What follows belongs to an exercise in optimizing a design on an open flow for small area and a short achievable clock period; a production flow would make more cautious choices.
At most, simulation tests tie the RTL to the original design; equivalence was not proved.
Only the layout flow was run in runs 1 to 3; the RTL was not checked for function there.
The clock port is modelled as an ideal driver; clocking choices that lean on that would not hold on a real chip.
No activity file was given, so power comes from the tool's default toggle rates.

## flow/config.mk

```make
export PLATFORM = sky130hd
export DESIGN_NAME = frame_detector
export DESIGN_NICKNAME = frame_detector
export VERILOG_FILES = /design/flow/design.v
export SDC_FILE = /design/flow/constraint.sdc
export NUM_CORES = 4
export LEC_CHECK = 0
export CAP_MARGIN = 20
export CORE_MARGIN = 2
export CORE_UTILIZATION = 40
export PLACE_DENSITY = 0.6
export SLEW_MARGIN = 20
```

## flow/constraint.sdc

```tcl
create_clock -name core_clock -period 14.0 [get_ports {clk_in}]
set_input_delay 2.8000 -clock core_clock [delete_from_list [all_inputs] [get_ports {clk_in}]]
set_output_delay 2.8000 -clock core_clock [all_outputs]
set_load 0.01 [all_outputs]
```

## flow/design.v

```verilog
package frame_detector_pkg;
  localparam logic [15:0] HEADER_WORD  = 16'hE0E0;
  localparam logic [15:0] TRAILER_WORD = 16'h0E0E;
  localparam int          MAX_WORDS    = 8;
  localparam int          DATA_W       = MAX_WORDS * 16;
  localparam int          NSLOT        = 5;
  localparam logic [2:0]  P_HUNT  = 3'd0;
  localparam logic [2:0]  P_HDR2  = 3'd1;
  localparam logic [2:0]  P_CHAN  = 3'd2;
  localparam logic [2:0]  P_BODY  = 3'd3;
  localparam logic [2:0]  P_CHECK = 3'd4;
endpackage
module frame_fifo #(
  parameter int NSLOT = 5
) (
  input  logic             clk_in,
  input  logic [NSLOT-1:0] i_wr_sel,    
  input  logic             i_we0,       
  input  logic             i_wer,       
  input  logic [15:0]      i_wr_data,
  input  logic             i_ch_we,
  input  logic [2:0]       i_ch,
  input  logic             i_nw_we,
  input  logic [2:0]       i_nw,
  input  logic [NSLOT-1:0] i_head_sel,  
  output logic [15:0]      o_word0,
  output logic [2:0]       o_ch,
  output logic [2:0]       o_nw,
  input  logic [NSLOT-1:0] i_tap_sel,   
  output logic [15:0]      o_tap,
  output logic [2:0]       o_tap_idx    
);
  logic [15:0] r_w0   [NSLOT];
  logic [15:0] r_ring [NSLOT][7];
  logic [2:0]  r_ph   [NSLOT];
  logic [2:0]  r_ch   [NSLOT];
  logic [2:0]  r_nw   [NSLOT];
  always_ff @(posedge clk_in) begin
    for (int s = 0; s < NSLOT; s++) begin
      if (i_wr_sel[s] && i_we0) r_w0[s] <= i_wr_data;
      r_ring[s][0] <= (i_wr_sel[s] && i_wer) ? i_wr_data : r_ring[s][6];
      for (int p = 1; p < 7; p++) r_ring[s][p] <= r_ring[s][p-1];
      if (i_wr_sel[s] && i_we0) r_ph[s] <= 3'd1;
      else                      r_ph[s] <= (r_ph[s] == 3'd6) ? 3'd0 : r_ph[s] + 3'd1;
      if (i_wr_sel[s] && i_ch_we) r_ch[s] <= i_ch;
      if (i_wr_sel[s] && i_nw_we) r_nw[s] <= i_nw;
    end
  end
  always_comb begin
    o_word0   = '0;
    o_ch      = '0;
    o_nw      = '0;
    o_tap     = '0;
    o_tap_idx = '0;
    for (int s = 0; s < NSLOT; s++) begin
      o_word0   = o_word0   | (r_w0[s]      & {16{i_head_sel[s]}});
      o_ch      = o_ch      | (r_ch[s]      & {3{i_head_sel[s]}});
      o_nw      = o_nw      | (r_nw[s]      & {3{i_head_sel[s]}});
      o_tap     = o_tap     | (r_ring[s][6] & {16{i_tap_sel[s]}});
      o_tap_idx = o_tap_idx | (r_ph[s]      & {3{i_tap_sel[s]}});
    end
  end
endmodule
module frame_detector #(
  parameter int FIFO_DEPTH = 4
) (
  input  logic        clk_in,
  input  logic        rst_n,
  input  logic [15:0] data_in,
  output logic        data_out_ch1, data_out_ch2, data_out_ch3, data_out_ch4,
  output logic        data_out_ch5, data_out_ch6, data_out_ch7, data_out_ch8,
  output logic        data_vld_ch1, data_vld_ch2, data_vld_ch3, data_vld_ch4,
  output logic        data_vld_ch5, data_vld_ch6, data_vld_ch7, data_vld_ch8,
  output logic        fifo_empty,
  output logic        fifo_full,
  output logic        crc_valid_o,
  output logic        crc_err
);
  localparam logic [15:0] HEADER_WORD  = frame_detector_pkg::HEADER_WORD;
  localparam logic [15:0] TRAILER_WORD = frame_detector_pkg::TRAILER_WORD;
  localparam int          MAX_WORDS    = frame_detector_pkg::MAX_WORDS;
  localparam int          NSLOT        = FIFO_DEPTH + 1;
  localparam logic [2:0]  P_HUNT       = frame_detector_pkg::P_HUNT;
  localparam logic [2:0]  P_HDR2       = frame_detector_pkg::P_HDR2;
  localparam logic [2:0]  P_CHAN       = frame_detector_pkg::P_CHAN;
  localparam logic [2:0]  P_BODY       = frame_detector_pkg::P_BODY;
  localparam logic [2:0]  P_CHECK      = frame_detector_pkg::P_CHECK;
  function automatic logic onehot4(input logic [3:0] x);
    onehot4 = ((x[0] ^ x[1]) && !(x[2] || x[3])) || ((x[2] ^ x[3]) && !(x[0] || x[1]));
  endfunction
  function automatic logic [15:0] crc16_step(input logic [15:0] crc, input logic [15:0] word);
    logic [15:0] c;
    c = crc ^ word;
    for (int i = 0; i < 16; i++) begin
      c = c[15] ? ({c[14:0], 1'b0} ^ 16'h1021) : {c[14:0], 1'b0};
    end
    crc16_step = c;
  endfunction
  localparam logic [15:0] CRC_GOOD = crc16_step(crc16_step(16'h0000, TRAILER_WORD), TRAILER_WORD);
  logic [15:0]      w_d;    
  logic [2:0]       r_pstate, w_pnext;
  logic [3:0]       r_cnt;
  logic             r_prev_trl;
  logic [15:0]      r_crc;
  logic             w_hdr, w_trl, w_chan_ok, w_trailer, w_overflow, w_end, w_match;
  logic             w_push, w_pop;
  logic [2:0]       w_ch_enc;
  logic [MAX_WORDS-1:0] w_wr_word;
  assign w_d = data_in;
  assign w_hdr      = (w_d == HEADER_WORD);
  assign w_trl      = (w_d == TRAILER_WORD);
  assign w_chan_ok  = (w_d[15:8] == 8'h00) &&
                      ((onehot4(w_d[3:0]) && (w_d[7:4] == 4'h0)) ||
                       (onehot4(w_d[7:4]) && (w_d[3:0] == 4'h0)));
  assign w_trailer  = w_trl && r_prev_trl;
  assign w_overflow = (r_cnt == 4'd10) || ((r_cnt == 4'd9) && !w_trl);
  assign w_end      = (r_pstate == P_CHECK);
  assign w_match    = (r_crc == CRC_GOOD);
  assign w_ch_enc   = {w_d[7] | w_d[6] | w_d[5] | w_d[4],
                       w_d[7] | w_d[6] | w_d[3] | w_d[2],
                       w_d[7] | w_d[5] | w_d[3] | w_d[1]};
  always_comb begin
    w_pnext = r_pstate;
    case (r_pstate)
      P_HUNT:  if (w_hdr) w_pnext = P_HDR2;
      P_HDR2:  w_pnext = w_hdr ? P_CHAN : P_HUNT;
      P_CHAN:  w_pnext = w_chan_ok ? P_BODY : P_HUNT;
      P_BODY: begin
        if (w_trailer)       w_pnext = (r_cnt >= 4'd3) ? P_CHECK : P_HUNT;
        else if (w_overflow) w_pnext = P_HUNT;
      end
      P_CHECK: w_pnext = w_hdr ? P_HDR2 : P_HUNT;
      default: w_pnext = P_HUNT;
    endcase
  end
  always_ff @(posedge clk_in) begin
    if (!rst_n) r_pstate <= P_HUNT;
    else        r_pstate <= w_pnext;
  end
  always_ff @(posedge clk_in) begin
    r_cnt      <= (r_pstate == P_CHAN) ? 4'd0 : r_cnt + 4'd1;
    r_crc      <= (r_pstate == P_CHAN) ? 16'h0000 : crc16_step(r_crc, w_d);
    r_prev_trl <= w_trl;
  end
  always_comb begin
    for (int k = 0; k < MAX_WORDS; k++) w_wr_word[k] = (r_pstate == P_BODY) && (r_cnt == 4'(k));
  end
  logic [NSLOT-1:0]     r_wr_sel, r_rd_sel, w_sp;
  logic                 r_empty, r_full;
  logic                 r_crc_err;
  logic                 w_one, w_three, w_busy, w_wr_ok;
  logic [15:0]          w_word0, w_tap;
  logic [2:0]           w_rd_ch, w_rd_nw, w_tap_idx, w_want;
  logic                 r_shift;
  logic [6:0]           r_b;       
  logic [2:0]           r_nw;      
  logic [14:0]          r_sh;      
  logic [15:0]          r_pf;      
  logic                 r_prev;    
  logic [7:0]           r_vld, r_out, w_rd_dec;
  logic                 r_first;
  logic                 w_more, w_wend, w_bit;
  assign w_sp    = {r_rd_sel[0], r_rd_sel[NSLOT-1:1]};
  assign w_busy  = r_shift && (r_b[6:4] != r_nw);
  assign w_wr_ok = !(r_full && w_busy);
  frame_fifo #(.NSLOT(NSLOT)) u_fifo (
    .clk_in     (clk_in),
    .i_wr_sel   (r_wr_sel),
    .i_we0      (w_wr_word[0] && w_wr_ok),
    .i_wer      ((|w_wr_word[MAX_WORDS-1:1]) && w_wr_ok),
    .i_wr_data  (w_d),
    .i_ch_we    (r_pstate == P_CHAN),
    .i_ch       (w_ch_enc),
    .i_nw_we    (r_pstate == P_BODY),
    .i_nw       (3'(r_cnt - 4'd3)),
    .i_head_sel (r_rd_sel),
    .o_word0    (w_word0),
    .o_ch       (w_rd_ch),
    .o_nw       (w_rd_nw),
    .i_tap_sel  (w_sp),
    .o_tap      (w_tap),
    .o_tap_idx  (w_tap_idx)
  );
  assign w_push  = w_end && w_match && !r_full;
  assign w_one   = (r_wr_sel == {r_rd_sel[NSLOT-2:0], r_rd_sel[NSLOT-1]});
  assign w_three = (r_wr_sel == {r_rd_sel[NSLOT-4:0], r_rd_sel[NSLOT-1:NSLOT-3]});
  always_ff @(posedge clk_in) begin
    if (!rst_n) begin
      r_wr_sel  <= NSLOT'(1);
      r_rd_sel  <= NSLOT'(1);
      r_empty   <= 1'b1;
      r_full    <= 1'b0;
      r_crc_err <= 1'b0;
    end else begin
      if (w_push) r_wr_sel <= {r_wr_sel[NSLOT-2:0], r_wr_sel[NSLOT-1]};
      if (w_pop)  r_rd_sel <= {r_rd_sel[NSLOT-2:0], r_rd_sel[NSLOT-1]};
      if (w_push && !w_pop) begin
        r_empty <= 1'b0;
        r_full  <= w_three;
      end else if (w_pop && !w_push) begin
        r_empty <= w_one;
        r_full  <= 1'b0;
      end
      r_crc_err <= w_end && !w_match;
    end
  end
  assign w_pop    = !r_shift && !r_empty;
  assign w_wend   = (r_b[3:0] == 4'hF);
  assign w_more   = !(w_wend && (r_b[6:4] == r_nw));
  assign w_rd_dec = 8'(1) << w_rd_ch;
  assign w_bit    = w_pop ? w_word0[15] : w_wend ? r_pf[15] : r_sh[14];
  assign w_want   = (r_b[6:4] == 3'd6) ? 3'd0 : r_b[6:4] + 3'd1;
  always_ff @(posedge clk_in) begin
    r_b    <= w_pop ? 7'd0 : r_b + 7'd1;
    r_sh   <= w_pop ? w_word0[14:0] : w_wend ? r_pf[14:0] : {r_sh[13:0], 1'b0};
    r_prev <= w_bit;
    if (w_tap_idx == w_want) r_pf <= w_tap;
    if (w_pop) r_nw <= w_rd_nw;
  end
  always_ff @(posedge clk_in) begin
    if (!rst_n) begin
      r_shift <= 1'b0;
      r_vld   <= '0;
      r_out   <= '0;
      r_first <= 1'b0;
    end else begin
      r_first <= w_pop;
      if (w_pop) begin
        r_shift <= 1'b1;
        r_vld   <= w_rd_dec;
        r_out   <= w_rd_dec & {8{w_bit}};
      end else if (r_shift && w_more) begin
        r_out   <= r_vld & {8{w_bit ^ r_prev}};
      end else begin
        r_shift <= 1'b0;
        r_vld   <= '0;
        r_out   <= '0;
      end
    end
  end
  assign fifo_empty  = r_empty;
  assign fifo_full   = r_full;
  assign crc_valid_o = r_first;
  assign crc_err     = r_crc_err;
  assign {data_vld_ch8, data_vld_ch7, data_vld_ch6, data_vld_ch5,
          data_vld_ch4, data_vld_ch3, data_vld_ch2, data_vld_ch1} = r_vld;
  assign {data_out_ch8, data_out_ch7, data_out_ch6, data_out_ch5,
          data_out_ch4, data_out_ch3, data_out_ch2, data_out_ch1} = r_out;
endmodule
```

## flow/flow/run.sh

```bash
#!/bin/bash
set -euo pipefail
bash standard.sh SETUP_SLACK_MARGIN=10.4 CTS_CLUSTER_SIZE=25 CTS_CLUSTER_DIAMETER=100 CORE_UTILIZATION=50 PLACE_DENSITY=0.7  finish > standard_finish.log 2>&1
```

## flow/standard.sh

```bash
#!/bin/bash
# synth_recipe.tcl (not shown) runs the flow's synth.tcl, then flattens the netlist and writes it again
# the make line also repeats each setting of config.mk as NAME=value (left out here)
make -C /OpenROAD-flow-scripts/flow DESIGN_CONFIG=/design/flow/config.mk WORK_HOME=/design/flow/orfs CLKGATE_MAP_FILE= SYNTH_SCRIPT=/design/flow/synth_recipe.tcl "${@:-finish}"
```

==> summary.txt, run 1 <==
largest net degree at the start of global routing=46; gr busiest metal=met2; Final Hold Viols=0; CTS Hold Buffers Added=0; Post-Syn Area=0.0219 mm^2; placed instance area=0.0230 mm^2; drt first pass iters=6; R2R Path End=r_pf[5]; worst skew pair latency=0.56 ns; port bufs=37; Crit Path Class=primary input to flip-flop; Ys Warns=7; Startpoint Class=primary input; Hold EP=u_fifo.r_ring[10][8]; min Tclk post-route=3.89 ns; M2 GR Usage=0.280; clk slew on worst S/H paths=0.09 ns; share of layout cells above drive strength 1=0.181; DR vias/cell=5.14; leading area contributor after synthesis=dfxtp_1; Post-synth EDFFs=129; Rows=76; worst-path fanout max=4; Avg Cell Area, Syn=15.5 um^2; post-route cell area=0.0245 mm^2; Antenna Violating Nets Remaining=0; critical path capture point type=flip-flop; Max Slew Vio Count=0; global-route wire length before repair=60.6 mm; Seq cells post-synth=782; reg2reg path depth=7; Nets=1,518; core area=0.0432 mm^2; Area growth syn-to-layout=11.8%; Die ar.=0.0455 mm^2; Final GP Congestion=0.809; Slew Limit Headroom=0.289; worst slew pin tran=1.07 ns; leakage power=0.00991 uW; routed len/inst=19.2 um; maximum clock path buffer count=3; cell count after synthesis=1,409; hold slack=0.316 ns; DRC=0; data arrival time of the critical path=4.33 ns; chip width=213 um; Synth Flop Type=dfxtp_1; post-synth top area share=0.597; RSZ-0062 raised after global routing=yes; Hold Crit Start=u_fifo.r_ring[9][8]; RR Startpoint=r_rd_sel[2]; die height=213 um; Fin Setup TNS=0 ns; initial DRC count=1,055; power per cell area=181 mW/mm^2; Util after Layout=0.567; grt total ovfl=0; DR vias=10,700; ranking of synthesized cells by area=dfxtp_1 (60%), edfxtp_1 (18%), mux2_4 (3.4%); final WL=40.0 mm; initial antenna violation count=0; Commonest cells post-synth=dfxtp_1 (653), edfxtp_1 (129), nand2_1 (56); clk_skew=0.0203 ns; worst hold path cell count=0; CP required=14.44 ns; met3 Resource Use GR=0.0297; CTS tree=done; initial core utilization=0.507; period utilization=0.278; max-cap violation count=0; DP Cell Count=1,989; grt met1 use=0.244; maximum VDD drop=123 uV; Hold Path Class=flip-flop to flip-flop; post-synthesis cell type count=62; maximum clock frequency=0.257 GHz; post-DP HPWL=22.8 mm; status=timing/DRC/antenna clean; ANT cells=0; Final Non-Filler Cells=2,077; GRT Total Usage=0.175; TritonCTS buffer count=37; most frequent cell after synthesis=dfxtp_1; # setup viols final=0; root buf cell=clkbuf_16; Seq/Total Area, Yosys=0.774; vias in the first global route=10,600; Sink Count=782; R2R setup slack=11.26 ns; depth of the CTS H-tree=2; syn nets=1,451; Top Ports=38; Async S/R FF share, synth=0
==> what timing repair did <==
action	CTS	global route
resized for setup	213	18
pin swaps	18	15
setup endpoints to repair	79	42
setup buffers	23	9
==> through the flow <==
step | worst slack, ns | power (uW)
after floorplan | 9.88 | 3020
after global placement | 8.96 | 3130
after detailed placement | 8.80 | 3150
after CTS | 10.10 | 4370
after global routing | 10.09 | 4600
final | 10.11 | 4420
==> critical path, stage by stage <==
cell     delay [ns]
buf_6          0.09
buf_6          0.12
buf_12         0.13
xnor2_4        0.20
buf_6          0.13
xnor3_1        0.23
xnor3_2        0.43
xnor2_1        0.15
nor2_1         0.05
==> sequential cells by signal, summed over array words and instances, names as in the netlist, 3 cells and up <==
register       cells
r_rd_sel           5
r_nw               3
r_pstate           3
r_crc             16
r_sh              15
r_out              8
u_fifo.r_ch       15
r_pf              16
r_vld              8
u_fifo.r_w0       80
u_fifo.r_ph       15
r_wr_sel           5
r_b                7
u_fifo.r_nw       15
u_fifo.r_ring    560
r_cnt              4
==> how the worst max path moves through the flow <==
stage / start / end / slack, ns / cells after the start
final: data_in[15] / r_crc[12] / 10.11 / 9
after global placement: data_in[0] / r_pstate[1] / 8.96 / 8
after global routing: data_in[15] / r_crc[12] / 10.09 / 9
after floorplan: data_in[15] / r_crc[12] / 9.88 / 5
after detailed placement: data_in[0] / r_pstate[1] / 8.80 / 8
after CTS: data_in[15] / r_pstate[1] / 10.10 / 8
==> area by class of cell <==
cell class	instances	area [um^2]
fillers	3370	18700
flip-flops and latches	782	17000
multi-input cells	545	4890
clock buffers	53	1010
repair buffers	84	732
well taps	585	732
inverters	26	97.6
clock inverters	2	36.3
==> where the power goes <==
group	switching (uW)	internal, uW
registers	70.2	2390
clock network	652	510
logic	377	427
==> cell families (layout without fill, tap and decap cells) <==
group,count (synthesis),in the layout,share of synthesized area
AO/OA/AOI/OAI,146,146,0.0521
XOR/XNOR,73,73,0.0347
adder cells (fa/ha/maj),24,24,0.0137
buffers and inverters,82,165,0.0164
flip-flops,782,782,0.774
multiplexers,101,101,0.0593
AND/OR/NAND/NOR,201,201,0.0498
==> placed cells by master (no fill, tap or decap), types with 30 or more instances in the layout <==
cell and instances:
mux2_4 50, dfxtp_1 635, mux2_2 30, a21oi_1 30, nor2_1 42, nand2_1 56
a22oi_1 43, buf_4 43, a222oi_1 37, clkbuf_16 38, edfxtp_1 129
==> per-layer routing <==
| layer | up-vias | wire (um) |
|---|---|---|
| met3 | 76 | 2240 |
| met1 | 5270 | 18300 |
| met5 | - | 0 |
| li1 | 5025 | - |
| met2 | 296 | 18400 |
| met4 | 0 | 1050 |
==> inputs of run 2 (changes only) <==
--- a/flow/design.v
+++ b/flow/design.v
@@ -6,7 +6,8 @@
   localparam int          NSLOT        = 5;
-  localparam logic [2:0]  P_HUNT  = 3'd0;
-  localparam logic [2:0]  P_HDR2  = 3'd1;
-  localparam logic [2:0]  P_CHAN  = 3'd2;
-  localparam logic [2:0]  P_BODY  = 3'd3;
-  localparam logic [2:0]  P_CHECK = 3'd4;
+  localparam logic [2:0]  P_SKIP  = 3'd0;
+  localparam logic [2:0]  P_HUNT  = 3'd1;
+  localparam logic [2:0]  P_HDR2  = 3'd2;
+  localparam logic [2:0]  P_CHAN  = 3'd3;
+  localparam logic [2:0]  P_BODY  = 3'd4;
+  localparam logic [2:0]  P_CHECK = 3'd5;
 endpackage
@@ -82,2 +83,3 @@
   localparam int          NSLOT        = FIFO_DEPTH + 1;
+  localparam logic [2:0]  P_SKIP       = frame_detector_pkg::P_SKIP;
   localparam logic [2:0]  P_HUNT       = frame_detector_pkg::P_HUNT;
@@ -98,4 +100,4 @@
   endfunction
-  localparam logic [15:0] CRC_GOOD = crc16_step(crc16_step(16'h0000, TRAILER_WORD), TRAILER_WORD);
-  logic [15:0]      w_d;    
+  localparam logic [15:0] CRC_GOOD = crc16_step(16'h0000, TRAILER_WORD);
+  logic [15:0]      r_d;
   logic [2:0]       r_pstate, w_pnext;
@@ -108,15 +110,15 @@
   logic [MAX_WORDS-1:0] w_wr_word;
-  assign w_d = data_in;
-  assign w_hdr      = (w_d == HEADER_WORD);
-  assign w_trl      = (w_d == TRAILER_WORD);
-  assign w_chan_ok  = (w_d[15:8] == 8'h00) &&
-                      ((onehot4(w_d[3:0]) && (w_d[7:4] == 4'h0)) ||
-                       (onehot4(w_d[7:4]) && (w_d[3:0] == 4'h0)));
+  always_ff @(posedge clk_in) r_d <= data_in;
+  assign w_hdr      = (r_d == HEADER_WORD);
+  assign w_trl      = (r_d == TRAILER_WORD);
+  assign w_chan_ok  = (r_d[15:8] == 8'h00) &&
+                      ((onehot4(r_d[3:0]) && (r_d[7:4] == 4'h0)) ||
+                       (onehot4(r_d[7:4]) && (r_d[3:0] == 4'h0)));
   assign w_trailer  = w_trl && r_prev_trl;
   assign w_overflow = (r_cnt == 4'd10) || ((r_cnt == 4'd9) && !w_trl);
-  assign w_end      = (r_pstate == P_CHECK);
+  assign w_end      = (r_pstate == P_BODY) && w_trailer && (r_cnt >= 4'd3);
   assign w_match    = (r_crc == CRC_GOOD);
-  assign w_ch_enc   = {w_d[7] | w_d[6] | w_d[5] | w_d[4],
-                       w_d[7] | w_d[6] | w_d[3] | w_d[2],
-                       w_d[7] | w_d[5] | w_d[3] | w_d[1]};
+  assign w_ch_enc   = {r_d[7] | r_d[6] | r_d[5] | r_d[4],
+                       r_d[7] | r_d[6] | r_d[3] | r_d[2],
+                       r_d[7] | r_d[5] | r_d[3] | r_d[1]};
   always_comb begin
@@ -124,2 +126,3 @@
     case (r_pstate)
+      P_SKIP:  w_pnext = P_HUNT;
       P_HUNT:  if (w_hdr) w_pnext = P_HDR2;
@@ -136,3 +139,3 @@
   always_ff @(posedge clk_in) begin
-    if (!rst_n) r_pstate <= P_HUNT;
+    if (!rst_n) r_pstate <= P_SKIP;
     else        r_pstate <= w_pnext;
@@ -141,3 +144,3 @@
     r_cnt      <= (r_pstate == P_CHAN) ? 4'd0 : r_cnt + 4'd1;
-    r_crc      <= (r_pstate == P_CHAN) ? 16'h0000 : crc16_step(r_crc, w_d);
+    r_crc      <= (r_pstate == P_CHAN) ? 16'h0000 : crc16_step(r_crc, r_d);
     r_prev_trl <= w_trl;
@@ -170,3 +173,3 @@
     .i_wer      ((|w_wr_word[MAX_WORDS-1:1]) && w_wr_ok),
-    .i_wr_data  (w_d),
+    .i_wr_data  (r_d),
     .i_ch_we    (r_pstate == P_CHAN),
==> run 2 against run 1 <==
  * Global-route usage is 0.49 points lower
  * Combinational power shrank about 40%
  * Final area decreased by 1.5%
  * Sequential cell count increased by 16
  * Final cell count down 0.14%
  * Setup slack improved by 0.026 ns
  * Worst hold slack lost 0.0018 ns
==> summary.txt, run 2 <==
cells along the critical path=buf_6; Reg area=0.0173 mm^2; multi-input logic area=0.00438 mm^2; Avg Cell Area, Syn=15.4 um^2; Antenna Violating Nets Remaining=0; Largest Register=u_fifo.r_ring; cell count after synthesis=1,427; die height=214 um; period utilization=0.276; max-cap violation count=0; post-synth top area share=0.610; Top Ports=38; Startpoint Class=flip-flop; global-route wire length before repair=58.8 mm; leakage power=0.00923 uW; maximum clock path buffer count=3; chip width=214 um; ranking of synthesized cells by area=dfxtp_1 (61%), edfxtp_1 (18%), mux2_2 (4.1%); status=timing/DRC/antenna clean; PnR Total Power=4070 uW; Final GP Congestion=0.800; port bufs=37; ANT cells=0; Ys Warns=7; Post-Syn Area=0.0220 mm^2; Seq/Total Area, Yosys=0.786; Sink Count=798; syn nets=1,469; clk slew on worst S/H paths=0.09 ns; clk_skew=0.0363 ns; post-DP HPWL=21.9 mm; CP max stage delay=0.36 ns; slowest CP cell=dfxtp_4; critical path depth=1; maximum VDD drop=90.3 uV; worst skew pair latency=0.60 ns; TritonCTS buffer count=37; Hold Path Class=flip-flop to flip-flop; Commonest cells post-synth=dfxtp_1 (669), edfxtp_1 (129), mux2_2 (80); Fin Setup TNS=0 ns; Max Slew Vio Count=0; fillers=3,374; final WL=37.7 mm; worst hold path cell count=0; leading area contributor after synthesis=dfxtp_1; routed len/inst=18.2 um; Seq cells post-synth=798; R2R setup slack=10.94 ns; Area growth syn-to-layout=9.73%; Nets=1,515; initial antenna violation count=0; GRT Total Usage=0.170; CP required=11.20 ns; hold slack=0.314 ns; largest registers=u_fifo.r_ring x560, u_fifo.r_w0 x80; Crit Path Class=flip-flop to primary output; worst-path fanout max=2; critical path capture point type=primary output; # setup viols final=0; power per cell area=169 mW/mm^2; share of layout cells above drive strength 1=0.141; largest net degree at the start of global routing=46; most frequent cell after synthesis=dfxtp_1; drt first pass iters=8; root buf cell=clkbuf_16; core area=0.0433 mm^2; CP delay by family, top=flip-flops; grt total ovfl=0; Die ar.=0.0456 mm^2; CTS tree=done; max reg flops=560; data arrival time of the critical path=1.06 ns; depth of the CTS H-tree=2; Rows=76; worst slew pin tran=1.12 ns; maximum clock frequency=0.259 GHz; vias in the first global route=10,500; initial DRC count=847; post-synthesis cell type count=52; most frequent cells in the layout=dfxtp_1 (650), edfxtp_1 (129), mux2_2 (80); Async S/R FF share, synth=0; R2R Path End=u_fifo.r_ring[0][4]; CP Buf/Inv Count=1; DR vias=10,500; Hold Crit Start=u_fifo.r_ring[5][5]; initial core utilization=0.508; Hold EP=u_fifo.r_ring[6][5]; RR Startpoint=r_b[4]; Slew Limit Headroom=0.250; reg2reg path depth=6; RSZ-0062 raised after global routing=yes; Post-synth EDFFs=129; most common cell after layout, fill and taps aside=dfxtp_1; DRC=0; DR vias/cell=5.04; Synth Flop Type=dfxtp_1; min Tclk post-route=3.86 ns; Final Hold Viols=0
==> run 2: changes by cell type after synthesis, moves of 8 or more <==
| cell | before | now |
|---|---|---|
| mux2_2 | 30 | 80 |
| o21ai_0 | 2 | 13 |
| mux2_4 | 50 | 0 |
| o22ai_1 | 1 | 9 |
| nand2_1 | 56 | 68 |
| xor2_1 | 24 | 16 |
| buf_4 | 0 | 10 |
| nor2_1 | 43 | 32 |
| dfxtp_1 | 653 | 669 |
==> run 2: layer usage <==
layer / vias to the layer above / global-route usage / wire length (um)
met5: - / 0 / 0
met4: 0 / 0.0642 / 989
met3: 71 / 0.0264 / 1760
met2: 227 / 0.273 / 16900
met1: 5129 / 0.234 / 18100
li1: 5023 / - / -
==> run 2: layout make-up <==
cell class / instances / share of cell area
Sequential cell: 798 / 0.717
Multi-Input combinational cell: 549 / 0.182
Clock buffer: 54 / 0.0432
Tap cell: 585 / 0.0304
Timing Repair Buffer: 63 / 0.0233
Inverter: 24 / 0.00374
Clock inverter: 1 / 0.000363
==> run 2: logic make-up (layout without fill, tap and decap cells) <==
family | Yosys count | in the layout | synth area share
and+or+nand+nor | 207 | 207 | 0.0499
xor gates and xnor gates | 71 | 71 | 0.0344
adders and majority gates | 24 | 24 | 0.0137
DFF | 798 | 798 | 0.786
muxes | 102 | 102 | 0.0510
AOI/OAI and AO/OA | 145 | 145 | 0.0492
buffers and inverters | 80 | 142 | 0.0158
==> run 2: repair_timing <==
item                       in CTS  in global routing
pin swaps                       0                  0
hold buffers                    0                  0
setup endpoints to repair      37                 21
setup buffers                   4                  2
gates resized for setup       108                  5
cloned                          0                  0
==> run 2: worst max path at each step <==
stage,start,endpoint,slack (ns)
CTS,r_full,fifo_full,10.12
detailed placement,rst_n,r_out[0],9.34
floorplan,rst_n,r_out[0],10.43
global placement,rst_n,r_out[3],9.44
global route,r_full,fifo_full,10.11
finish,r_full,fifo_full,10.14
==> run 2: power breakdown <==
part	internal, uW	switching [uW]
Combinational	256	224
Sequential	2380	33.8
Clock	522	661
Total	3150	918
==> run 2: through the flow <==
step / utilization / instance area (um^2) / setup slack (ns) / cells
floorplan: - / 22000 / 10.43 / 1427
global placement: 0.531 / 23000 / 9.44 / 2012
detailed placement: 0.531 / 23000 / 9.34 / 2012
CTS: 0.556 / 24100 / 10.12 / 2071
global route: 0.557 / 24100 / 10.11 / 2074
finish: 0.557 / 24100 / 10.14 / 2074
==> inputs of run 3 (changes only) <==
==> flow/flow/run.sh (replaced) <==
#!/bin/bash
set -euo pipefail
bash standard.sh SETUP_SLACK_MARGIN=10.4 CTS_CLUSTER_SIZE=25 CTS_CLUSTER_DIAMETER=100 CORE_UTILIZATION=50 PLACE_DENSITY=0.7 POST_CTS_TCL=$PWD/flow/post_cts.tcl finish > standard_finish.log 2>&1
==> flow/flow/post_cts.tcl (new file) <==
set block [ord::get_db_block]
set clk_port [expr {[info exists ::env(FLOW_CLK_PORT)] ? $::env(FLOW_CLK_PORT) : "clk_in"}]
set clk_net [$block findNet $clk_port]
set iterms [$clk_net getITerms]
if {[llength $iterms] == 1} {
  set root [[lindex $iterms 0] getInst]
  set master [[$root getMaster] getName]
  set out_net [[$root findITerm X] getNet]
  set sinks {}
  foreach it [$out_net getITerms] {
    if {[$it getInst] ne $root} { lappend sinks $it }
  }
  set ok [expr {[string match "*clkbuf*" $master] && [llength $sinks] <= 4}]
  foreach it $sinks {
    if {![string match "*clkbuf*" [[[$it getInst] getMaster] getName]]} { set ok 0 }
  }
  if {$ok} {
    puts "post_cts: removing root buffer [$root getName] ($master), port now feeds [llength $sinks] buffers"
    foreach it $sinks {
      $it disconnect
      $it connect $clk_net
    }
    odb::dbInst_destroy $root
    odb::dbNet_destroy $out_net
  } else {
    puts "post_cts: root buffer kept"
  }
}
==> run 3 against run 2 <==
  * Sequential share of layout area grew 0.082 points
  * Largest cell class unchanged
  * Clock power is essentially flat
  * Register-to-register slack is essentially flat
  * Count of clock-buffer cells in the layout shrank 1
  * Core utilization shrank 0.064 points
  * Largest power group unchanged
  * Highest routed layer unchanged
  * Final area shrank 0.11%
  * Sequential power is essentially flat
  * Synthesized area is the same
  * Critical endpoint unchanged
  * Clock skew shrank 0.0037 ns
  * Synthesized cell count is the same
==> summary.txt, run 3 <==
vias in the first global route=10,500; largest net degree at the start of global routing=46; worst skew pair latency=0.40 ns; worst-path fanout max=2; CP max stage delay=0.36 ns; clk_skew=0.0326 ns; drt first pass iters=5; Slew Limit Headroom=0.250; Async S/R FF share, synth=0; Startpoint Class=flip-flop; max reg flops=560; Ys Warns=7; multi-input logic area=0.00438 mm^2; die height=214 um; CP Launch Point=r_full; cells along the critical path=buf_6; Top Ports=38; Nets=1,514; Avg Cell Area, Syn=15.4 um^2; ANT cells=0; syn nets=1,469; most frequent cells in the layout=dfxtp_1 (650), edfxtp_1 (129), mux2_2 (80); Largest Register=u_fifo.r_ring; worst slew pin tran=1.12 ns; post-synthesis cell type count=52; CP delay by family, top=flip-flops; largest registers=u_fifo.r_ring x560, u_fifo.r_w0 x80; CP required=11.20 ns; chip width=214 um; hold slack=0.315 ns; Synth Flop Type=dfxtp_1; DR vias=10,500; global-route wire length before repair=58.7 mm; min Tclk post-route=3.67 ns; Final Hold Viols=0; Hold Path Class=flip-flop to flip-flop; share of layout cells above drive strength 1=0.140; DRC=0; Fin Setup TNS=0 ns; initial core utilization=0.508; critical path capture point type=primary output; Rows=76; Area growth syn-to-layout=9.61%; Post-synth EDFFs=129; RR Startpoint=r_b[4]; initial antenna violation count=0; clk slew on worst S/H paths=0.09 ns; max-cap violation count=0; cell count after synthesis=1,427; port bufs=37; grt total ovfl=0; Antenna Violating Nets Remaining=0; post-DP HPWL=21.9 mm; routed len/inst=18.2 um; Post-Syn Area=0.0220 mm^2; Final GP Congestion=0.800; leakage power=0.00922 uW; status=timing/DRC/antenna clean; fillers=3,377; # setup viols final=0; slowest CP cell=dfxtp_4; core area=0.0433 mm^2; DR vias/cell=5.05; GRT Total Usage=0.168; CTS tree=done; Hold Crit Start=u_fifo.r_ring[5][5]; most common cell after layout, fill and taps aside=dfxtp_1; ranking of synthesized cells by area=dfxtp_1 (61%), edfxtp_1 (18%), mux2_2 (4.1%); maximum clock frequency=0.273 GHz; initial DRC count=870; Max Slew Vio Count=0; final WL=37.7 mm; Commonest cells post-synth=dfxtp_1 (669), edfxtp_1 (129), mux2_2 (80); leading area contributor after synthesis=dfxtp_1; Sink Count=798; period utilization=0.262; data arrival time of the critical path=0.87 ns; Seq cells post-synth=798; CP Buf/Inv Count=1; maximum VDD drop=90.2 uV; Seq/Total Area, Yosys=0.786; most frequent cell after synthesis=dfxtp_1; Crit Path Class=flip-flop to primary output; power per cell area=168 mW/mm^2; RSZ-0062 raised after global routing=yes; Reg area=0.0173 mm^2; Die ar.=0.0456 mm^2; post-synth top area share=0.610
[run 3: cell counts after synthesis]
Identical to the previous run, type by type.
[run 3: power breakdown]
part,internal (uW),switching [uW]
combinational,256,224
clock,510,641
sequential,2380,33.8
total,3140,899
[run 3: worst paths after layout]
path / endpoint / slack, ns / depth (start not counted)
worst max-delay path: fifo_full / 10.33 / 1
worst min-delay path: u_fifo.r_ring[6][5] / 0.31 / 0
worst min register to register: u_fifo.r_ring[6][5] / 0.31 / 0
worst max register to register: u_fifo.r_ring[21][5] / 10.93 / 6
[run 3: cells by family after synthesis]
logic type      after synthesis  share of synthesized area
compound gates              145                     0.0492
simple gates                207                     0.0499
mux                         102                     0.0510
buf+inv                      80                     0.0158
xor+xnor                     71                     0.0344
flops                       798                      0.786
fa+ha+maj                    24                     0.0137
[run 3: metal layers]
metal / track usage / share of wire
met1: 0.234 / 0.47
met2: 0.272 / 0.45
met3: 0.0283 / 0.052
met4: 0.0498 / 0.023
met5: 0 / 0
[run 3: cell type report]
type / instances / share of cell area
clock inverters: 1 / 0.000364
flip-flops and latches: 798 / 0.718
repair buffers: 63 / 0.0232
multi-input cells: 549 / 0.182
well taps: 585 / 0.0304
inverters: 24 / 0.00374
clock buffers: 53 / 0.0422
[run 3: worst register-to-register path: cells and delay by family, from the launching register on]
kind	cells	cell delay, ns
AND/OR/NAND/NOR	2	1.16
flip-flops	1	0.57
multiplexers	1	0.39
buffers and inverters	1	0.37
XOR/XNOR	1	0.24
AO/OA/AOI/OAI	1	0.21
[run 3: stage by stage]
| step | std cells | utilization | worst slack, ns | power [uW] | area (um^2) |
|---|---|---|---|---|---|
| detailed placement | 2012 | 0.531 | 9.34 | 2950 | 23000 |
| floorplan | 1427 | - | 10.43 | 2870 | 22000 |
| finish | 2073 | 0.557 | 10.33 | 4040 | 24100 |
| global route | 2073 | 0.557 | 10.31 | 4190 | 24100 |
| global placement | 2012 | 0.531 | 9.44 | 2930 | 23000 |
==> inputs of run 4 (changes only) <==
--- a/flow/design.v
+++ b/flow/design.v
@@ -33,2 +33,6 @@
 );
+  localparam logic [2:0] PH1 = 3'b001;
+  function automatic logic [2:0] ph_step(input logic [2:0] x);
+    ph_step = {x[1:0], x[2] ^ x[1]};
+  endfunction
   logic [15:0] r_w0   [NSLOT];
@@ -43,4 +47,4 @@
       for (int p = 1; p < 7; p++) r_ring[s][p] <= r_ring[s][p-1];
-      if (i_wr_sel[s] && i_we0) r_ph[s] <= 3'd1;
-      else                      r_ph[s] <= (r_ph[s] == 3'd6) ? 3'd0 : r_ph[s] + 3'd1;
+      if (i_wr_sel[s] && i_we0) r_ph[s] <= PH1;
+      else                      r_ph[s] <= ph_step(r_ph[s]);
       if (i_wr_sel[s] && i_ch_we) r_ch[s] <= i_ch;
@@ -214,3 +218,13 @@
   assign w_bit    = w_pop ? w_word0[15] : w_wend ? r_pf[15] : r_sh[14];
-  assign w_want   = (r_b[6:4] == 3'd6) ? 3'd0 : r_b[6:4] + 3'd1;
+  always_comb begin
+    case (r_b[6:4])
+      3'd0:    w_want = 3'd1;
+      3'd1:    w_want = 3'd2;
+      3'd2:    w_want = 3'd5;
+      3'd3:    w_want = 3'd3;
+      3'd4:    w_want = 3'd7;
+      3'd5:    w_want = 3'd6;
+      default: w_want = 3'd4;
+    endcase
+  end
   always_ff @(posedge clk_in) begin
==> flow/flow/run.sh (replaced) <==
#!/bin/bash
set -euo pipefail
bash standard.sh SETUP_SLACK_MARGIN=10.35 CTS_CLUSTER_SIZE=25 CTS_CLUSTER_DIAMETER=100 CORE_UTILIZATION=50 PLACE_DENSITY=0.7 POST_CTS_TCL=$PWD/flow/post_cts.tcl finish > standard_finish.log 2>&1
==> run 4 against run 3 <==
  * Worst hold slack better by 0.0058 ns
  * Sequential share of layout area is 0.76 points higher
  * Core utilization is 0.22 points lower
  * Clock skew is 0.0097 ns lower
  * Still clean
  * Register-to-register slack worse by 0.17 ns
  * Global-route usage hardly changed
  * Wire length is 0.49% lower
  * Synthesized cell count is 1.8% lower
  * Largest cell class unchanged
  * Fmax is 0.17% lower
==> summary.txt, run 4 <==
status=timing/DRC/antenna clean; post-route cell area=0.0238 mm^2; Antenna Violating Nets Remaining=0; Max Slew Vio Count=0; PnR Total Power=4230 uW; DRC=0; Top Ports=38; Fin Setup TNS=0 ns; met3 WL post-DR=2.09 mm; Synth Flop Type=dfxtp_1; post-synthesis cell type count=57; setup ws final=10.33 ns; syn nets=1,433; largest family of logic cells by synthesized area=multiplexers; grt total ovfl=0; most common cell after layout, fill and taps aside=dfxtp_1; Seq/Total Area, Yosys=0.795; maximum clock frequency=0.272 GHz; CP delay by family, top=flip-flops; slowest CP cell=dfxtp_4; clk_skew=0.0229 ns; routed len/inst=18.3 um; vias in the first global route=10,400; post-DP HPWL=22.1 mm; ranking of synthesized cells by area=dfxtp_1 (62%), edfxtp_1 (18%), mux2_2 (4.1%); Sink Count=798; largest net degree at the start of global routing=46; Final Non-Filler Cells=2,051; Seq cells post-synth=798; maximum VDD drop=107 uV; Area growth syn-to-layout=9.69%; worst skew pair latency=0.39 ns; GRT Total Usage=0.168; most frequent cell after synthesis=dfxtp_1; max reg flops=560; data arrival time of the critical path=0.87 ns; ANT cells=0; xor-xnor portion of the synthesized cell area=0.0338; RSZ-0062 raised after global routing=yes; Compound-Gate Fraction of Synth Area=0.0475; leakage power=0.00911 uW; Ys Warns=7; Die ar.=0.0451 mm^2; Largest Register=u_fifo.r_ring; Commonest cells post-synth=dfxtp_1 (669), edfxtp_1 (129), mux2_2 (80); dpl ws=9.63 ns; share of layout cells above drive strength 1=0.140; Nets=1,482; Startpoint Class=flip-flop; cells along the critical path=buf_6; worst slew pin tran=0.906 ns; max layer used=met4; min Tclk post-route=3.67 ns; max-cap violation count=0; M1 WL=17.4 mm; initial DRC count=864; initial antenna violation count=0; Synth Area in Simple Gates=0.0501; most frequent cells in the layout=dfxtp_1 (650), edfxtp_1 (129), mux2_2 (80); wire length on met2=17.2 mm; largest registers=u_fifo.r_ring x560, u_fifo.r_w0 x80; leading area contributor after synthesis=dfxtp_1; post-synth top area share=0.617; Adder-Cell Fraction of Synth Area=0.00806; port bufs=37; Async S/R FF share, synth=0; period utilization=0.262; chip width=212 um; initial core utilization=0.505; Final Hold Viols=0; DP Cell Count=1,990; power per cell area=177 mW/mm^2; Hold Path Class=flip-flop to flip-flop; placed instance area=0.0228 mm^2; final WL=37.5 mm; Post-synth EDFFs=129; Final GP Congestion=0.803; mux contribution to synthesized area=0.0507; fillers=3,454; clk slew on worst S/H paths=0.10 ns; DR vias=10,400; worst-path fanout max=2; global-route wire length before repair=58.2 mm; cell count after synthesis=1,401; CP required=11.20 ns; # setup viols final=0; CTS tree=done; Crit Path Class=flip-flop to primary output; Rows=76; Post-Syn Area=0.0217 mm^2; DR vias/cell=5.05; Avg Cell Area, Syn=15.5 um^2; die height=212 um; critical path capture point type=primary output; core area=0.0430 mm^2; Slew Limit Headroom=0.396; CP max stage delay=0.37 ns; CP Buf/Inv Count=1; drt first pass iters=5
## run 4: layout make-up
cell class              instances  area [um^2]  share of cell area
repair buffers                 65          563              0.0236
well taps                     585          732              0.0307
inverters                      22         82.6             0.00347
clock buffers                  52          971              0.0407
clock inverters                 2         17.5            0.000735
multi-input cells             527         4170               0.175
flip-flops and latches        798        17300               0.726
## run 4: stage by stage
step / hold WS, ns / util
floorplan: 0.310 / -
global placement: 0.310 / 0.530
detailed placement: 0.312 / 0.530
global route: 0.330 / 0.554
finish: 0.321 / 0.554
## run 4: kinds of logic after synthesis
kind of cell | Yosys count
DFF | 798
buffers and inverters | 76
muxes | 100
and+or+nand+nor | 203
xor gates and xnor gates | 75
adders and majority gates | 14
AOI/OAI and AO/OA | 135
## run 4: where the power goes
group	internal, uW	switching, uW	total, uW
Clock	489	642	1130
Sequential	2440	60.0	2500
Combinational	288	305	593
## run 4: final timing paths
| path | startpoint | endpoint | slack (ns) | cells past startpoint |
|---|---|---|---|---|
| setup reg to reg | r_b[4] | u_fifo.r_ring[7][7] | 10.76 | 6 |
| hold / removal | u_fifo.r_ring[22][5] | u_fifo.r_ring[23][5] | 0.32 | 0 |
| hold reg to reg | u_fifo.r_ring[22][5] | u_fifo.r_ring[23][5] | 0.32 | 0 |
| setup / recovery | r_full | fifo_full | 10.33 | 1 |
## run 4: metal layers
| layer | track usage | vias up |
|---|---|---|
| li1 | - | 4935 |
| met1 | 0.234 | 5110 |
| met2 | 0.273 | 249 |
| met3 | 0.0300 | 58 |
| met4 | 0.0473 | 0 |
| met5 | 0 | - |
## run 4: worst reg2reg max path: cells and delay by family, from the launching register on
kind,cells,cell delay [ns]
AOI/OAI and AO/OA,1,0.23
and+or+nand+nor,2,1.32
xor gates and xnor gates,1,0.25
DFF,1,0.59
buffers and inverters,1,0.35
muxes,1,0.38
==> inputs of run 5 (changes only) <==
==> flow/flow/run.sh (replaced) <==
#!/bin/bash
set -euo pipefail
bash standard.sh SETUP_SLACK_MARGIN=10.4 CTS_CLUSTER_SIZE=25 CTS_CLUSTER_DIAMETER=100 CORE_UTILIZATION=65 PLACE_DENSITY=0.8 POST_CTS_TCL=$PWD/flow/post_cts.tcl finish > standard_finish.log 2>&1
==> run 5 against run 4 <==
  * Still clean on timing, DRC and antenna
  * Synthesized cell count unchanged
  * Critical path depth unchanged
  * Combinational power increased by 3%
  * Via count rose by 0.77%
  * Worst hold slack got worse by 0.0079 ns
  * First-iteration DRC count is 10% higher
  * Non-clock buffer count down 1
  * Global-route usage increased by 4.8 points
  * Synthesized area unchanged
  * Die area decreased by 23%
  * Critical endpoint unchanged
  * Highest routed layer unchanged
==> summary.txt, run 5 <==
status=timing/DRC/antenna clean; port bufs=37; Largest Register=u_fifo.r_ring; initial DRC count=952; DR vias/cell=5.47; slowest CP cell=dfxtp_4; Final GP Congestion=0.791; largest family of logic cells by synthesized area=multiplexers; xor-xnor portion of the synthesized cell area=0.0338; data arrival time of the critical path=0.87 ns; cells along the critical path=buf_6; Max Slew Vio Count=0; RR Startpoint=r_b[4]; Hold Path Class=flip-flop to flip-flop; Top Ports=38; RSZ-0062 raised after global routing=yes; post-DP HPWL=22.4 mm; Final Hold Viols=0; maximum clock frequency=0.272 GHz; worst skew pair latency=0.40 ns; Async S/R FF share, synth=0; Seq/Total Area, Yosys=0.795; Startpoint Class=flip-flop; chip width=187 um; Antenna Violating Nets Remaining=0; Compound-Gate Fraction of Synth Area=0.0475; ranking of synthesized cells by area=dfxtp_1 (62%), edfxtp_1 (18%), mux2_2 (4.1%); final WL=37.6 mm; Post-synth EDFFs=129; hold slack=0.313 ns; Sink Count=798; DR vias=10,400; period utilization=0.262; R2R Path End=u_fifo.r_w0[1][9]; post-route cell area=0.0236 mm^2; # setup viols final=0; most frequent cell after synthesis=dfxtp_1; worst-path fanout max=2; critical path capture point type=primary output; most common cell after layout, fill and taps aside=dfxtp_1; clk slew on worst S/H paths=0.10 ns; max-cap violation count=0; Nets=1,481; share of layout cells above drive strength 1=0.138; R2R setup slack=10.78 ns; leakage power=0.00910 uW; mux contribution to synthesized area=0.0507; Hold Crit Start=u_fifo.r_ring[9][14]; Post-Syn Area=0.0217 mm^2; post-synth top area share=0.617; Commonest cells post-synth=dfxtp_1 (669), edfxtp_1 (129), mux2_2 (80); power per cell area=179 mW/mm^2; setup ws final=10.33 ns; Avg Cell Area, Syn=15.5 um^2; CP required=11.20 ns; CTS tree=done; reg2reg path depth=5; routed len/inst=19.7 um; worst hold path cell count=0; die height=187 um; ANT cells=0; DRC=0; Crit Path Class=flip-flop to primary output; Area growth syn-to-layout=8.84%; core area=0.0327 mm^2; Ys Warns=7; initial antenna violation count=0; dpl ws=9.61 ns; global-route wire length before repair=58.9 mm; maximum VDD drop=99.6 uV; Util after Layout=0.723; Synth Flop Type=dfxtp_1; Seq cells post-synth=798; CP delay by family, top=flip-flops; cell count after synthesis=1,401; largest registers=u_fifo.r_ring x560, u_fifo.r_w0 x80; initial core utilization=0.664; syn nets=1,433; placed instance area=0.0226 mm^2; grt total ovfl=0; most frequent cells in the layout=dfxtp_1 (652), edfxtp_1 (129), mux2_2 (80); largest net degree at the start of global routing=45; post-synthesis cell type count=57; leading area contributor after synthesis=dfxtp_1; vias in the first global route=10,500; Rows=66; clk_skew=0.0327 ns; min Tclk post-route=3.67 ns; Slew Limit Headroom=0.357; GRT Total Usage=0.216; CP Buf/Inv Count=1; Die ar.=0.0349 mm^2; drt first pass iters=6; Adder-Cell Fraction of Synth Area=0.00806; Fin Setup TNS=0 ns; CP max stage delay=0.36 ns; worst slew pin tran=0.951 ns; Synth Area in Simple Gates=0.0501; Hold EP=u_fifo.r_ring[10][14]; max reg flops=560
[run 5: cell counts after synthesis]
No cell type changed its count.
[run 5: worst max-delay path by stage]
stage | slack [ns] | depth (start not counted) | startpoint | endpoint
final | 10.33 | 1 | r_full | fifo_full
after global routing | 10.29 | 1 | r_empty | fifo_empty
after detailed placement | 9.61 | 4 | rst_n | r_pstate[1]
after global placement | 9.65 | 4 | rst_n | r_pstate[1]
after floorplan | 10.41 | 5 | rst_n | r_out[1]
[run 5: area by class of cell]
type	instances	area (um^2)
Sequential cell	798	17300
Fill cell	2061	9060
Multi-Input combinational cell	527	4160
Clock buffer	52	971
Tap cell	442	553
Timing Repair Buffer	64	543
Inverter	22	86.3
Clock inverter	3	37.5
[run 5: per-layer routing]
metal / GRT usage / wire length [um]
met4: 0.0595 / 862
met5: 0 / 0
met3: 0.0312 / 2070
met2: 0.361 / 17900
met1: 0.299 / 16800
[run 5: kinds of logic after synthesis]
kind of cell	count (synthesis)
flip-flops	798
AND/OR/NAND/NOR	203
AO/OA/AOI/OAI	135
multiplexers	100
buffers and inverters	76
XOR/XNOR	75
adder cells (fa/ha/maj)	14
[run 5: through the flow]
stage	instances	total power (uW)
6_report	1908	4240
3_5_place_dp	1845	3160
2_1_floorplan	1401	3020
3_3_place_gp	1845	3130
5_1_grt	1908	4410
[run 5: report_power, final]
group	switching, uW	total [uW]	internal, uW
clock	636	1130	492
combinational	321	609	288
sequential	63.1	2510	2440
total	1020	4240	3220
==> inputs of run 6 (changes only) <==
==> flow/flow/run.sh (replaced) <==
#!/bin/bash
set -euo pipefail
bash standard.sh SETUP_SLACK_MARGIN=10.4 CTS_CLUSTER_SIZE=20 CTS_CLUSTER_DIAMETER=80 CORE_UTILIZATION=50 PLACE_DENSITY=0.7 POST_CTS_TCL=$PWD/flow/post_cts.tcl finish > standard_finish.log 2>&1
==> run 6 against run 5 <==
  * Worst hold slack better by 0.010 ns
  * Sequential cell count unchanged
  * Synthesized cell count unchanged
  * Clock skew down 0.0035 ns
  * Final area up 2.1%
  * Count of clock-buffer cells in the layout up 9
  * Register-to-register slack worse by 0.12 ns
  * Setup slack worse by 0.022 ns
  * Critical path type unchanged
  * Largest cell class unchanged
==> summary.txt, run 6 <==
Switching Power=1040 uW; Nets=1,492; data arrival time of the critical path=0.89 ns; worst skew pair latency=0.41 ns; CP Buf/Inv Count=1; cell count after synthesis=1,401; Area growth syn-to-layout=11.1%; Slew Limit Headroom=0.397; Final Hold Viols=0; port bufs=37; maximum clock frequency=0.271 GHz; worst hold path cell count=0; Ys Warns=7; ANT cells=0; R2R setup slack=10.66 ns; RSZ-0062 raised after global routing=yes; Die ar.=0.0451 mm^2; global-route wire length before repair=59.1 mm; DR vias/cell=5.04; max reg flops=560; cells along the critical path=buf_6; Hold Path Class=flip-flop to flip-flop; syn nets=1,433; Max Slew Vio Count=0; clk slew on worst S/H paths=0.08 ns; Crit Path Class=flip-flop to primary output; clk_skew=0.0292 ns; Commonest cells post-synth=dfxtp_1 (669), edfxtp_1 (129), mux2_2 (80); CP max stage delay=0.36 ns; # setup viols final=0; largest registers=u_fifo.r_ring x560, u_fifo.r_w0 x80; Async S/R FF share, synth=0; Seq cells post-synth=798; max-cap violation count=0; Post-Syn Area=0.0217 mm^2; initial antenna violation count=0; post-synthesis cell type count=57; most common cell after layout, fill and taps aside=dfxtp_1; sw frac=0.237; Sink Count=798; DRC=0; CP required=11.20 ns; Synth Flop Type=dfxtp_1; routed len/inst=18.4 um; Avg Cell Area, Syn=15.5 um^2; Rows=76; drt first pass iters=7; leading area contributor after synthesis=dfxtp_1; worst-path fanout max=2; slowest CP cell=dfxtp_4; post-DP HPWL=22.3 mm; cell internal pwr=3360 uW; maximum VDD drop=95.2 uV; critical path capture point type=primary output; Top Ports=38; Seq/Total Area, Yosys=0.795; GRT Total Usage=0.170; RR Startpoint=r_rd_sel[3]; die height=212 um; period utilization=0.264; CTS tree=done; leakage power=0.00926 uW; power per cell area=182 mW/mm^2; status=timing/DRC/antenna clean; most frequent cell after synthesis=dfxtp_1; most frequent cells in the layout=dfxtp_1 (652), edfxtp_1 (129), mux2_2 (80); Hold Crit Start=u_fifo.r_ring[9][2]; share of layout cells above drive strength 1=0.147; post-synth top area share=0.617; Startpoint Class=flip-flop; grt total ovfl=0; R2R Path End=r_pf[8]; Final GP Congestion=0.783; largest net degree at the start of global routing=46; CP Launch Point=r_full; core area=0.0430 mm^2; Hold EP=u_fifo.r_ring[10][2]; DR vias=10,400; Largest Register=u_fifo.r_ring; Post-synth EDFFs=129; sequential share of power=0.568; min Tclk post-route=3.69 ns; Clock Power Share=0.296; Antenna Violating Nets Remaining=0; chip width=212 um; initial core utilization=0.505; final WL=37.9 mm; combinational share of power=0.136; Util after Layout=0.561; initial DRC count=907; reg2reg path depth=6; vias in the first global route=10,500; Fin Setup TNS=0 ns; worst slew pin tran=0.904 ns; ranking of synthesized cells by area=dfxtp_1 (62%), edfxtp_1 (18%), mux2_2 (4.1%); CP delay by family, top=flip-flops
==> run 6: area by class of cell <==
class / instances / area (um^2)
fillers: 3403 / 18800
inverters: 22 / 86.3
flip-flops and latches: 798 / 17300
well taps: 585 / 732
multi-input cells: 527 / 4160
clock inverters: 5 / 78.8
clock buffers: 61 / 1210
repair buffers: 66 / 574
==> run 6: worst max-delay path by stage <==
stage / end / slack [ns] / cells after the start
5_1_grt: fifo_full / 10.28 / 1
3_3_place_gp: r_pstate[1] / 9.66 / 4
3_5_place_dp: r_pstate[1] / 9.64 / 4
2_1_floorplan: r_out[1] / 10.41 / 5
6_report: fifo_full / 10.31 / 1
==> run 6: cell families (layout without fill, tap and decap cells) <==
kind of cell | after synthesis | count (layout) | synth area share
AOI/OAI and AO/OA | 135 | 135 | 0.0475
and+or+nand+nor | 203 | 203 | 0.0501
adders and majority gates | 14 | 14 | 0.00806
buffers and inverters | 76 | 154 | 0.0149
DFF | 798 | 798 | 0.795
muxes | 100 | 100 | 0.0507
xor gates and xnor gates | 75 | 75 | 0.0338
==> run 6: power by group through the flow <==
stage / logic (uW) / clock network (uW) / registers [uW]
2_1_floorplan: 488 / 0 / 2530
3_3_place_gp: 579 / 0 / 2550
3_5_place_dp: 598 / 0 / 2550
5_1_grt: 667 / 1420 / 2510
6_report: 600 / 1300 / 2500
==> run 6: per-stage QoR <==
step | cell area [um^2] | instances | worst slack (ns) | total power, uW | hold WS (ns)
after floorplan | 21700 | 1401 | 10.41 | 3020 | 0.310
after global placement | 22800 | 1991 | 9.66 | 3130 | 0.310
after global routing | 24100 | 2064 | 10.28 | 4600 | 0.325
after detailed placement | 22800 | 1991 | 9.64 | 3150 | 0.312
final | 24100 | 2064 | 10.31 | 4400 | 0.323
==> run 6: metal layers <==
| layer | vias to the layer above | share of wire | routed length (um) | global-route usage |
|---|---|---|---|---|
| met1 | 5143 | 0.47 | 17800 | 0.237 |
| met2 | 243 | 0.46 | 17300 | 0.273 |
| met3 | 55 | 0.053 | 2000 | 0.0337 |
| met5 | - | 0 | 0 | 0 |
| li1 | 4965 | - | - | - |
| met4 | 0 | 0.020 | 756 | 0.0465 |
==> inputs of run 7 (changes only) <==
==> flow/flow/run.sh (replaced) <==
#!/bin/bash
set -euo pipefail
bash standard.sh SETUP_SLACK_MARGIN=10.4 CTS_CLUSTER_SIZE=30 CTS_CLUSTER_DIAMETER=120 CORE_UTILIZATION=50 PLACE_DENSITY=0.7 POST_CTS_TCL=$PWD/flow/post_cts.tcl finish > standard_finish.log 2>&1
==> run 7 against run 6 <==
  * Clock skew decreased by 0.0030 ns
  * Fmax shrank 1.7%
  * Synthesized cell count unchanged
  * Worst hold slack got worse by 0.00073 ns
  * Total power is 6.3% lower
  * Sequential power barely moved
  * Register-to-register slack better by 0.03 ns
  * Die area is the same
  * Synthesized area did not move
  * Via count down 0.80%
  * Sequential share of layout area increased by 1.5 points
==> summary.txt, run 7 <==
Async S/R FF share, synth=0; initial core utilization=0.505; # setup viols final=0; initial DRC count=1,005; CP delay by family, top=flip-flops; Avg Cell Area, Syn=15.5 um^2; power per cell area=175 mW/mm^2; DR vias=10,300; wire length on met2=17.2 mm; Final GP Congestion=0.783; maximum VDD drop=113 uV; die height=212 um; Post-Syn Area=0.0217 mm^2; status=timing/DRC/antenna clean; setup ws final=10.24 ns; post-DP HPWL=22.3 mm; Antenna Violating Nets Remaining=0; worst-path fanout max=2; clk_skew=0.0262 ns; core area=0.0430 mm^2; Nets=1,475; port bufs=37; CP max stage delay=0.37 ns; Top Ports=38; chip width=212 um; Fin Setup TNS=0 ns; ranking of synthesized cells by area=dfxtp_1 (62%), edfxtp_1 (18%), mux2_2 (4.1%); grt total ovfl=0; cell count after synthesis=1,401; CTS tree=done; PnR Total Power=4130 uW; ANT cells=0; global-route wire length before repair=57.6 mm; syn nets=1,433; Hold Path Class=flip-flop to flip-flop; worst slew pin tran=0.905 ns; Area growth syn-to-layout=8.87%; max layer used=met4; most common cell after layout, fill and taps aside=dfxtp_1; leakage power=0.00902 uW; data arrival time of the critical path=0.96 ns; post-synth top area share=0.617; worst skew pair latency=0.48 ns; Final Non-Filler Cells=2,042; maximum clock frequency=0.266 GHz; largest registers=u_fifo.r_ring x560, u_fifo.r_w0 x80; Startpoint Class=flip-flop; vias in the first global route=10,200; CP required=11.20 ns; clk slew on worst S/H paths=0.11 ns; most frequent cells in the layout=dfxtp_1 (652), edfxtp_1 (129), mux2_2 (80); Ys Warns=7; DR vias/cell=5.06; Die ar.=0.0451 mm^2; Commonest cells post-synth=dfxtp_1 (669), edfxtp_1 (129), mux2_2 (80); Crit Path Class=flip-flop to primary output; most frequent cell after synthesis=dfxtp_1; Max Slew Vio Count=0; multi-input logic area=0.00416 mm^2; RSZ-0062 raised after global routing=yes; cells along the critical path=buf_6; Seq cells post-synth=798; min Tclk post-route=3.76 ns; max-cap violation count=0; critical path capture point type=primary output; fillers=3,458; hold slack=0.322 ns; slowest CP cell=dfxtp_4; dpl ws=9.64 ns; Slew Limit Headroom=0.396; CP Buf/Inv Count=1; Reg area=0.0173 mm^2; Largest Register=u_fifo.r_ring; largest net degree at the start of global routing=46; Sink Count=798; Post-synth EDFFs=129; max reg flops=560; M1 WL=17.6 mm; routed len/inst=18.2 um; Synth Flop Type=dfxtp_1; share of layout cells above drive strength 1=0.135; GRT Total Usage=0.165; DRC=0; final WL=37.2 mm; Rows=76; drt first pass iters=7; DP Cell Count=1,991; period utilization=0.268; leading area contributor after synthesis=dfxtp_1; Final Hold Viols=0; post-synthesis cell type count=57; met3 WL post-DR=1.66 mm; Seq/Total Area, Yosys=0.795; initial antenna violation count=0
run 7: cell types whose count changed in the layout (fill, tap and decap cells not counted):
cell / previous run / this run
clkbuf_16: 46 / 30
inv_6: 2 / 0
inv_8: 1 / 0
inv_16: 1 / 0
buf_12: 1 / 0
bufinv_16: 1 / 0
clkbuf_1: 15 / 14
clkinv_8: 0 / 1
run 7: kinds of logic after synthesis:
group | synth area share
compound gates | 0.0475
xor+xnor | 0.0338
fa+ha+maj | 0.00806
buf+inv | 0.0149
flops | 0.795
mux | 0.0507
simple gates | 0.0501
run 7: through the flow:
step | utilization | cell area, um^2
2_1_floorplan | - | 21700
3_3_place_gp | 0.530 | 22800
3_5_place_dp | 0.530 | 22800
5_1_grt | 0.550 | 23600
6_report | 0.550 | 23600
run 7: worst paths after layout:
kind | endpoint | slack, ns | depth (start not counted) | from
worst max-delay path | fifo_full | 10.24 | 1 | r_full
worst min-delay path | u_fifo.r_ring[2][13] | 0.32 | 0 | u_fifo.r_ring[1][13]
worst max register to register | r_pf[9] | 10.69 | 6 | r_rd_sel[3]
worst min register to register | u_fifo.r_ring[2][13] | 0.32 | 0 | u_fifo.r_ring[1][13]
run 7: metal layers:
metal | vias up | track usage
met5 | - | 0
met4 | 0 | 0.0400
met3 | 50 | 0.0216
met2 | 242 | 0.267
met1 | 5111 | 0.238
li1 | 4920 | -
run 7: area by class of cell:
cell class	count	share of cell area
clock inverter	1	0.000688
timing repair buffer	65	0.0234
sequential	798	0.731
inverter	22	0.00365
tap	585	0.0310
multi-input combinational	527	0.176
clock buffer	44	0.0340
run 7: worst register-to-register path, cell delays in order, from the launching register on:
cell	delay, ns
dfxtp_2	0.61
buf_6	0.40
a222oi_1	0.23
and2_1	0.23
or4b_2	0.64
a32oi_2	0.57
buf_4	0.33
run 7: power by group:
group / total (uW) / switching (uW) / internal, uW
registers: 2500 / 58.8 / 2440
logic: 599 / 311 / 289
clock network: 1030 / 624 / 402
==> inputs of run 8 (changes only) <==
==> flow/flow/run.sh (replaced) <==
#!/bin/bash
# The standard layout (standard synthesis unchanged), with:
#  - timing repair asked for more setup slack than the clock needs, so the
#    resizer works on the paths that set the achieved period (same SDC);
#  - larger clock-sink clusters on a denser floorplan;
set -euo pipefail
bash standard.sh \
  SETUP_SLACK_MARGIN=10.4 \
  CTS_CLUSTER_SIZE=25 CTS_CLUSTER_DIAMETER=100 \
  CORE_UTILIZATION=50 PLACE_DENSITY=0.7 \
  POST_CTS_TCL="$PWD/flow/post_cts.tcl" \
  BUFFER_PORTS_ARGS="-buffer_cell sky130_fd_sc_hd__buf_2" \
  finish > standard_finish.log 2>&1
==> run 8 against run 7 <==
  * Still clean
  * Register-to-register slack improved by 0.07 ns
  * Final area increased by 0.53%
  * Global-route usage about the same
  * Sequential power about the same
  * Setup slack improved by 0.082 ns
  * Clock power increased by 11%
  * Combinational power decreased by 0.7%
  * Critical path depth unchanged
  * Final cell count increased by 0.54%
  * Count of clock-buffer cells in the layout increased by 8
  * First-iteration DRC count decreased by 13%
  * Non-clock buffer count increased by 1
  * Largest cell class unchanged
==> summary.txt, run 8 <==
status=timing/DRC/antenna clean; CP max stage delay=0.36 ns; RSZ-0062 raised after global routing=yes; Largest Register=u_fifo.r_ring; drt first pass iters=5; grt total ovfl=0; Startpoint Class=flip-flop; maximum VDD drop=97.8 uV; Synth Flop Type=dfxtp_1; syn nets=1,433; # setup viols final=0; data arrival time of the critical path=0.87 ns; clk_skew=0.0202 ns; most frequent cells in the layout=dfxtp_1 (650), edfxtp_1 (129), mux2_2 (80); largest net degree at the start of global routing=46; Antenna Violating Nets Remaining=0; post-DP HPWL=22.1 mm; CTS tree=done; max-cap violation count=0; max reg flops=560; R2R Path End=u_fifo.r_ring[7][0]; Hold EP=u_fifo.r_ring[24][5]; initial antenna violation count=0; post-synth top area share=0.617; Top Ports=38; Crit Path Class=flip-flop to primary output; final WL=36.7 mm; post-route cell area=0.0238 mm^2; initial DRC count=874; Final GP Congestion=0.783; Seq/Total Area, Yosys=0.795; global-route wire length before repair=57.3 mm; most frequent cell after synthesis=dfxtp_1; CP required=11.20 ns; ANT cells=0; most common cell after layout, fill and taps aside=dfxtp_1; vias in the first global route=10,200; Nets=1,483; slowest CP cell=dfxtp_4; core area=0.0430 mm^2; Area growth syn-to-layout=9.44%; critical path capture point type=primary output; worst hold path cell count=0; CP Buf/Inv Count=1; largest registers=u_fifo.r_ring x560, u_fifo.r_w0 x80; Die ar.=0.0451 mm^2; worst slew pin tran=0.869 ns; Ys Warns=7; worst skew pair latency=0.39 ns; min Tclk post-route=3.67 ns; GRT Total Usage=0.165; fillers=3,469; port bufs=37; maximum clock frequency=0.272 GHz; Post-Syn Area=0.0217 mm^2; routed len/inst=17.9 um; Util after Layout=0.553; Slew Limit Headroom=0.421; leading area contributor after synthesis=dfxtp_1; Fin Setup TNS=0 ns; Avg Cell Area, Syn=15.5 um^2; cells along the critical path=buf_6; Commonest cells post-synth=dfxtp_1 (669), edfxtp_1 (129), mux2_2 (80); ranking of synthesized cells by area=dfxtp_1 (62%), edfxtp_1 (18%), mux2_2 (4.1%); period utilization=0.262; Post-synth EDFFs=129; Seq cells post-synth=798; R2R setup slack=10.76 ns; initial core utilization=0.505; Sink Count=798; power per cell area=178 mW/mm^2; clk slew on worst S/H paths=0.10 ns; Async S/R FF share, synth=0; DR vias=10,300; Final Hold Viols=0; Hold Path Class=flip-flop to flip-flop; Max Slew Vio Count=0; DRC=0; post-synthesis cell type count=57; RR Startpoint=r_pstate[2]; DR vias/cell=4.99; placed instance area=0.0226 mm^2; leakage power=0.00912 uW; chip width=212 um; Rows=76; Hold Crit Start=u_fifo.r_ring[23][5]; CP delay by family, top=flip-flops; reg2reg path depth=6; worst-path fanout max=2; cell count after synthesis=1,401; die height=212 um; share of layout cells above drive strength 1=0.152
[run 8: cell counts after synthesis]
Identical to the previous run, type by type.
[run 8: per-layer routing]
layer | wire length (um) | GRT usage
met1 | 17400 | 0.232
met2 | 16900 | 0.268
met3 | 1610 | 0.0269
met4 | 745 | 0.0410
met5 | 0 | 0
[run 8: layout make-up]
| cell class | instances | area (um^2) | area share |
|---|---|---|---|
| Clock buffer | 52 | 971 | 0.0408 |
| Multi-Input combinational cell | 527 | 4170 | 0.175 |
| Timing Repair Buffer | 66 | 490 | 0.0206 |
| Inverter | 22 | 82.6 | 0.00347 |
| Sequential cell | 798 | 17300 | 0.727 |
| Tap cell | 585 | 732 | 0.0308 |
| Clock inverter | 3 | 37.5 | 0.00158 |
[run 8: cell families after synthesis]
group | count (synthesis) | synth area share
AO/OA/AOI/OAI | 135 | 0.0475
XOR/XNOR | 75 | 0.0338
adder cells (fa/ha/maj) | 14 | 0.00806
buffers and inverters | 76 | 0.0149
flip-flops | 798 | 0.795
multiplexers | 100 | 0.0507
AND/OR/NAND/NOR | 203 | 0.0501
[run 8: worst max-delay path by stage]
stage               slack (ns)     endpoint   start  cells past startpoint
global placement         10.25  r_pstate[1]   rst_n                      4
global route             10.30    fifo_full  r_full                      1
floorplan                10.41     r_out[1]   rst_n                      5
finish                   10.33    fifo_full  r_full                      1
detailed placement       10.19  r_pstate[1]   rst_n                      4
[run 8: per-stage QoR]
stage	power [uW]	setup slack (ns)	hold WS (ns)	instances
floorplan	3020	10.41	0.310	1401
global placement	3120	10.25	0.310	1992
detailed placement	3150	10.19	0.312	1992
global route	4420	10.30	0.332	2053
finish	4230	10.33	0.323	2053
[run 8: where the power goes]
group          switching (uW)  internal [uW]  total (uW)
clock network             643            492        1140
logic                     309            286         595
registers                57.4           2440        2500

==> static timing again, ports no longer ideal <==
How much do the figures lean on ideal ports? The routed layouts below were timed once more, with nothing changed but the port constraints. Step 1: set_driving_cell puts a clkbuf_16 on clk_in and a buf_2 on each other input, an assumption about the parent block. Step 2, shift: input delay + t, output delay - t, t = (earliest + latest rising clock arrival at the registers) / 2. This alone moves slack from input paths to output paths. a / b / c = no drivers / after step 1 / after step 2; a / b = the first two.
| run | t (ns) | setup slack, ns |
|---|---|---|
| run 1 | 0.601 | 10.110 / 10.111 / 9.529 |
| run 2 | 0.631 | 10.137 / 10.085 / 9.891 |
| run 3 | 0.498 | 10.332 / 10.217 / 10.093 |
| run 4 | 0.490 | 10.326 / 10.216 / 10.130 |
| run 5 | 0.477 | 10.329 / 10.235 / 10.118 |
| run 6 | 0.512 | 10.307 / 10.193 / 10.172 |
| run 7 | 0.530 | 10.244 / 10.176 / 10.159 |
| run 8 | 0.501 | 10.327 / 10.210 / 10.181 |
After both steps every run listed still meets setup and hold.
